This design comes from an exercise in tuning for small area on the open sky130 flow, not from production work.
In this exercise RTL edits were held to simulation tests only and were not proved equivalent to the original.
Power figures rest on the tool's default switching activity, not on a simulated workload.

==> 11-07 <==
==> flow/design.v <==
`default_nettype none
package l2_gan_pkg;
    localparam int WIDTH       = 16;
    localparam int TOTAL_WORDS = 73;
    localparam int L1_W_BASE = 0;   localparam int L1_W_LEN = 16;
    localparam int L1_B_BASE = 16;  localparam int L1_B_LEN = 4;
    localparam int L2_W_BASE = 20;  localparam int L2_W_LEN = 8;
    localparam int L2_B_BASE = 28;  localparam int L2_B_LEN = 2;
    localparam int L3_W_BASE = 30;  localparam int L3_W_LEN = 2;
    localparam int L3_B_BASE = 32;  localparam int L3_B_LEN = 1;
    localparam int L4_W_BASE = 33;  localparam int L4_W_LEN = 1;
    localparam int L4_B_BASE = 34;  localparam int L4_B_LEN = 1;
    localparam int L5_W_BASE = 35;  localparam int L5_W_LEN = 1;
    localparam int L5_B_BASE = 36;  localparam int L5_B_LEN = 1;
    localparam int L6_W_BASE = 37;  localparam int L6_W_LEN = 2;
    localparam int L6_B_BASE = 39;  localparam int L6_B_LEN = 2;
    localparam int L7_W_BASE = 41;  localparam int L7_W_LEN = 8;
    localparam int L7_B_BASE = 49;  localparam int L7_B_LEN = 4;
    localparam int L8_W_BASE = 53;  localparam int L8_W_LEN = 16;
    localparam int L8_B_BASE = 69;  localparam int L8_B_LEN = 4;
    typedef enum logic [1:0] {
        ST_IDLE = 2'd0,
        ST_LOAD = 2'd1,
        ST_DONE = 2'd2
    } state_t;
endpackage : l2_gan_pkg
`default_nettype wire
`default_nettype none
import l2_gan_pkg::*;
module l2_gan_param_loader (
    input  logic                 clk,
    input  logic                 rst,
    input  logic                 start,
    input  logic [WIDTH-1:0]     in_data,
    input  logic                 in_valid,
    output logic                 in_ready,
    output logic                 busy,
    output logic                 params_valid,
    output logic [6:0]           word_cnt,
    output logic                 cksum_err,
    output logic [255:0]         L1_w,
    output logic [63:0]          L1_b,
    output logic [127:0]         L2_w,
    output logic [31:0]          L2_b,
    output logic [31:0]          L3_w,
    output logic [15:0]          L3_b,
    output logic [15:0]          L4_w,
    output logic [15:0]          L4_b,
    output logic [15:0]          L5_w,
    output logic [15:0]          L5_b,
    output logic [31:0]          L6_w,
    output logic [31:0]          L6_b,
    output logic [127:0]         L7_w,
    output logic [63:0]          L7_b,
    output logic [255:0]         L8_w,
    output logic [63:0]          L8_b
);
    localparam int LOAD_WORDS = TOTAL_WORDS + 1;
    logic [1:0]                    state_q, state_d;   
    logic [6:0]                    cnt_q, cnt_d;
    logic [WIDTH-1:0]              bank_q [TOTAL_WORDS];
    logic [WIDTH*TOTAL_WORDS-1:0]  bank_flat;
    logic                          accept;
    assign accept = (state_q == ST_LOAD) && in_valid && !start;
    always_ff @(posedge clk or posedge rst) begin
        if (rst) begin
            state_q <= ST_IDLE;
            cnt_q   <= '0;
        end else begin
            state_q <= state_d;
            cnt_q   <= cnt_d;
        end
    end
    always_comb begin
        state_d = state_q;
        cnt_d   = cnt_q;
        case (state_q)
            ST_IDLE: begin
                if (start) begin
                    state_d = ST_LOAD;
                    cnt_d   = '0;
                end
            end
            ST_LOAD: begin
                if (start) begin
                    cnt_d = '0;
                end else if (in_valid) begin
                    cnt_d = cnt_q + 7'd1;
                    if (cnt_q == 7'(LOAD_WORDS - 1)) state_d = ST_DONE;
                end
            end
            ST_DONE: begin
                if (start) begin
                    state_d = ST_LOAD;
                    cnt_d   = '0;
                end
            end
            default: begin
                state_d = ST_IDLE;
                cnt_d   = '0;
            end
        endcase
    end
    for (genvar i = 0; i < TOTAL_WORDS; i++) begin : g_bank
        always_ff @(posedge clk or posedge rst) begin
            if (rst) begin
                bank_q[i] <= '0;
            end else if (accept && (cnt_q == 7'(i))) begin
                bank_q[i] <= in_data;
            end
        end
        assign bank_flat[i*WIDTH +: WIDTH] = bank_q[i];
    end
    logic [WIDTH-1:0] sum_q, sum_d;
    logic             err_q, err_d;
    always_comb begin
        sum_d = sum_q;
        err_d = err_q;
        if (start && (state_q != ST_LOAD || state_q == ST_LOAD)) begin
            sum_d = '0;
            err_d = 1'b0;
        end else if (accept) begin
            if (cnt_q < 7'(TOTAL_WORDS)) sum_d = sum_q + in_data;
            else                         err_d = ((sum_q + in_data) != '0);
        end
    end
    always_ff @(posedge clk or posedge rst) begin
        if (rst) begin
            sum_q <= '0;
            err_q <= 1'b0;
        end else begin
            sum_q <= sum_d;
            err_q <= err_d;
        end
    end
    assign cksum_err    = err_q;
    assign params_valid = (state_q == ST_DONE) && !err_q;
    assign in_ready = (state_q == ST_LOAD);
    assign busy     = (state_q == ST_LOAD);
    assign word_cnt = cnt_q;
    assign L1_w = bank_flat[L1_W_BASE*WIDTH +: L1_W_LEN*WIDTH];
    assign L1_b = bank_flat[L1_B_BASE*WIDTH +: L1_B_LEN*WIDTH];
    assign L2_w = bank_flat[L2_W_BASE*WIDTH +: L2_W_LEN*WIDTH];
    assign L2_b = bank_flat[L2_B_BASE*WIDTH +: L2_B_LEN*WIDTH];
    assign L3_w = bank_flat[L3_W_BASE*WIDTH +: L3_W_LEN*WIDTH];
    assign L3_b = bank_flat[L3_B_BASE*WIDTH +: L3_B_LEN*WIDTH];
    assign L4_w = bank_flat[L4_W_BASE*WIDTH +: L4_W_LEN*WIDTH];
    assign L4_b = bank_flat[L4_B_BASE*WIDTH +: L4_B_LEN*WIDTH];
    assign L5_w = bank_flat[L5_W_BASE*WIDTH +: L5_W_LEN*WIDTH];
    assign L5_b = bank_flat[L5_B_BASE*WIDTH +: L5_B_LEN*WIDTH];
    assign L6_w = bank_flat[L6_W_BASE*WIDTH +: L6_W_LEN*WIDTH];
    assign L6_b = bank_flat[L6_B_BASE*WIDTH +: L6_B_LEN*WIDTH];
    assign L7_w = bank_flat[L7_W_BASE*WIDTH +: L7_W_LEN*WIDTH];
    assign L7_b = bank_flat[L7_B_BASE*WIDTH +: L7_B_LEN*WIDTH];
    assign L8_w = bank_flat[L8_W_BASE*WIDTH +: L8_W_LEN*WIDTH];
    assign L8_b = bank_flat[L8_B_BASE*WIDTH +: L8_B_LEN*WIDTH];
endmodule
`default_nettype wire
==> flow/run.sh <==
#!/bin/bash
# synth_recipe.tcl (not shown) runs the flow's synth.tcl, then flattens the netlist and writes it again
# the make line also repeats each setting of config.mk as NAME=value (left out here)
make -C /OpenROAD-flow-scripts/flow DESIGN_CONFIG=/design/flow/config.mk WORK_HOME=/design/flow/orfs CLKGATE_MAP_FILE= SYNTH_SCRIPT=/design/flow/synth_recipe.tcl finish
==> flow/config.mk <==
export PLATFORM = sky130hd
export DESIGN_NAME = l2_gan_param_loader
export DESIGN_NICKNAME = l2_gan_param_loader
export VERILOG_FILES = /design/flow/design.v
export SDC_FILE = /design/flow/constraint.sdc
export NUM_CORES = 4
export LEC_CHECK = 0
export CAP_MARGIN = 20
export CORE_AREA = 5 5 445 445
export DIE_AREA = 0 0 450 450
export SLEW_MARGIN = 20
==> flow/constraint.sdc <==
create_clock -name core_clock -period 5.0 [get_ports {clk}]
set_input_delay 1.0000 -clock core_clock [delete_from_list [all_inputs] [get_ports {clk}]]
set_output_delay 1.0000 -clock core_clock [all_outputs]
set_load 0.01 [all_outputs]
==> 03-19 (differences from 11-07) <==
==> flow/design.v, changed modules only <==
module l2_gan_param_loader (
    input  logic                 clk,
    input  logic                 rst,
    input  logic                 start,
    input  logic [WIDTH-1:0]     in_data,
    input  logic                 in_valid,
    output logic                 in_ready,
    output logic                 busy,
    output logic                 params_valid,
    output logic [6:0]           word_cnt,
    output logic                 cksum_err,
    output logic [255:0]         L1_w,
    output logic [63:0]          L1_b,
    output logic [127:0]         L2_w,
    output logic [31:0]          L2_b,
    output logic [31:0]          L3_w,
    output logic [15:0]          L3_b,
    output logic [15:0]          L4_w,
    output logic [15:0]          L4_b,
    output logic [15:0]          L5_w,
    output logic [15:0]          L5_b,
    output logic [31:0]          L6_w,
    output logic [31:0]          L6_b,
    output logic [127:0]         L7_w,
    output logic [63:0]          L7_b,
    output logic [255:0]         L8_w,
    output logic [63:0]          L8_b
);
    logic                          busy_q;
    logic [6:0]                    cnt_q;
    logic [WIDTH*TOTAL_WORDS-1:0]  bank_q;
    logic                          accept;
    logic                          last;      
    logic                          store;
    assign last   = cnt_q[6] & cnt_q[3] & cnt_q[0];
    assign accept = busy_q & in_valid & ~start;
    assign store  = accept & ~last;
    always_ff @(posedge clk or posedge rst) begin
        if (rst) begin
            busy_q <= 1'b0;
            cnt_q  <= '0;
        end else begin
            busy_q <= start | (busy_q & ~(in_valid & last));
            cnt_q  <= (cnt_q & {7{~start}}) + {6'd0, accept};
        end
    end
    always_ff @(posedge clk) begin
        if (store) bank_q <= {in_data, bank_q[WIDTH*TOTAL_WORDS-1:WIDTH]};
    end
    logic [WIDTH-1:0] sum_q;
    logic             done;
    always_ff @(posedge clk) begin
        sum_q <= (sum_q & {WIDTH{~start}}) + (in_data & {WIDTH{accept}});
    end
    assign done         = ~busy_q & cnt_q[1];
    assign cksum_err    = done & (|sum_q);
    assign params_valid = done & ~(|sum_q);
    assign in_ready = busy_q;
    assign busy     = busy_q;
    assign word_cnt = cnt_q;
    assign L1_w = bank_q[L1_W_BASE*WIDTH +: L1_W_LEN*WIDTH];
    assign L1_b = bank_q[L1_B_BASE*WIDTH +: L1_B_LEN*WIDTH];
    assign L2_w = bank_q[L2_W_BASE*WIDTH +: L2_W_LEN*WIDTH];
    assign L2_b = bank_q[L2_B_BASE*WIDTH +: L2_B_LEN*WIDTH];
    assign L3_w = bank_q[L3_W_BASE*WIDTH +: L3_W_LEN*WIDTH];
    assign L3_b = bank_q[L3_B_BASE*WIDTH +: L3_B_LEN*WIDTH];
    assign L4_w = bank_q[L4_W_BASE*WIDTH +: L4_W_LEN*WIDTH];
    assign L4_b = bank_q[L4_B_BASE*WIDTH +: L4_B_LEN*WIDTH];
    assign L5_w = bank_q[L5_W_BASE*WIDTH +: L5_W_LEN*WIDTH];
    assign L5_b = bank_q[L5_B_BASE*WIDTH +: L5_B_LEN*WIDTH];
    assign L6_w = bank_q[L6_W_BASE*WIDTH +: L6_W_LEN*WIDTH];
    assign L6_b = bank_q[L6_B_BASE*WIDTH +: L6_B_LEN*WIDTH];
    assign L7_w = bank_q[L7_W_BASE*WIDTH +: L7_W_LEN*WIDTH];
    assign L7_b = bank_q[L7_B_BASE*WIDTH +: L7_B_LEN*WIDTH];
    assign L8_w = bank_q[L8_W_BASE*WIDTH +: L8_W_LEN*WIDTH];
    assign L8_b = bank_q[L8_B_BASE*WIDTH +: L8_B_LEN*WIDTH];
endmodule
==> flow/flow/run.sh (new file) <==
#!/bin/bash
# Standard layout, except: the port buffers are the smallest buffer cell, the
# pins may sit one track apart (so a smaller die fits them), and the clock tree
# uses small leaf clock buffers under a strong root, without dummy loads.
set -e
export BUFFER_PORTS_ARGS="-buffer_cell sky130_fd_sc_hd__buf_1"
export PLACE_PINS_ARGS="-min_distance 1 -min_distance_in_tracks"
export CTS_ARGS="-sink_clustering_enable -repair_clock_nets -sink_clustering_size 11 -sink_clustering_max_diameter 40 -buf_list {sky130_fd_sc_hd__clkbuf_4 sky130_fd_sc_hd__clkbuf_8} -root_buf sky130_fd_sc_hd__clkbuf_16 -sink_clustering_buffer sky130_fd_sc_hd__clkbuf_4 -dont_use_dummy_load"
bash standard.sh > standard.log 2>&1
==> flow/standard.sh (new file) <==
#!/bin/bash
# synth_recipe.tcl (not shown) runs the flow's synth.tcl, then flattens the netlist and writes it again
# the make line also repeats each setting of config.mk as NAME=value (left out here)
make -C /OpenROAD-flow-scripts/flow DESIGN_CONFIG=/design/flow/config.mk WORK_HOME=/design/flow/orfs CLKGATE_MAP_FILE= SYNTH_SCRIPT=/design/flow/synth_recipe.tcl "${@:-finish}"
CORE_AREA = 5 5 255 255   (was 5 5 445 445)
DIE_AREA = 0 0 260 260   (was 0 0 450 450)
removed: flow/run.sh
==> qor summary <==
Status: 11-07 complete, no violations; 03-19 complete, no violations
Total Power: 11-07 21.6 mW; 03-19 16.4 mW
Die boundary width: 11-07 450 um; 03-19 260 um
Hold slack final: 11-07 0.485 ns; 03-19 0.263 ns
Total non-filler cell area in the finished layout: 11-07 65900 sq um; 03-19 43700 sq um
Count of warnings emitted by yosys: 11-07 2; 03-19 1
Worst Path Class, Setup: 11-07 reg2reg; 03-19 in2reg
Wire length per cell: 11-07 28.2 um; 03-19 28.8 um
Non-CTS buffers: 11-07 1291; 03-19 1213
Die Y: 11-07 450 um; 03-19 260 um
Core utilization of the finished layout: 11-07 34.2%; 03-19 70.7%
Routed met2 length: 11-07 95600 um; 03-19 43800 um
Critical Path Start Type: 11-07 register; 03-19 input port
Total Die Area: 11-07 203000 sq um; 03-19 67600 sq um
IR drop worst, VDD: 11-07 295 uV; 03-19 256 uV
Main power-consuming group: 11-07 the clock network; 03-19 sequential cells
Met3 routing resource usage after global routing: 11-07 5.16%; 03-19 17.0%

==> re-timing with driven ports <==
How much do the figures lean on ideal ports? The routed layouts below were timed once more, with nothing changed but the port constraints.
Step 1 (the two cells are an assumption about what drives the block):
set clk [get_ports {clk}]
set_driving_cell -lib_cell sky130_fd_sc_hd__clkbuf_16 $clk
set_driving_cell -lib_cell sky130_fd_sc_hd__buf_2 [delete_from_list [all_inputs] $clk]
Step 2 moves the port delays by t, midway between the first and last clock arrival at a register: inputs arrive t later, outputs are due t later. That takes back most of the time a late clock gives input paths.
Three values: ideal ports, drivers, drivers and shift; two values: the first two.
run	t (ns)	slack for setup (ns)	worst setup path at the end	worst data-port slew with drivers (ns)	cell pins on the clock port's net
11-07	0.843	1.665 / 1.622 / 0.851	input to register	0.14	1
03-19	0.671	1.895 / 1.913 / 1.241	input to register	0.10	1
After both steps every run listed still meets setup and hold. The setup slack of 11-07, which loses most, moves by -0.043 ns with the drivers and by -0.814 ns with both steps.
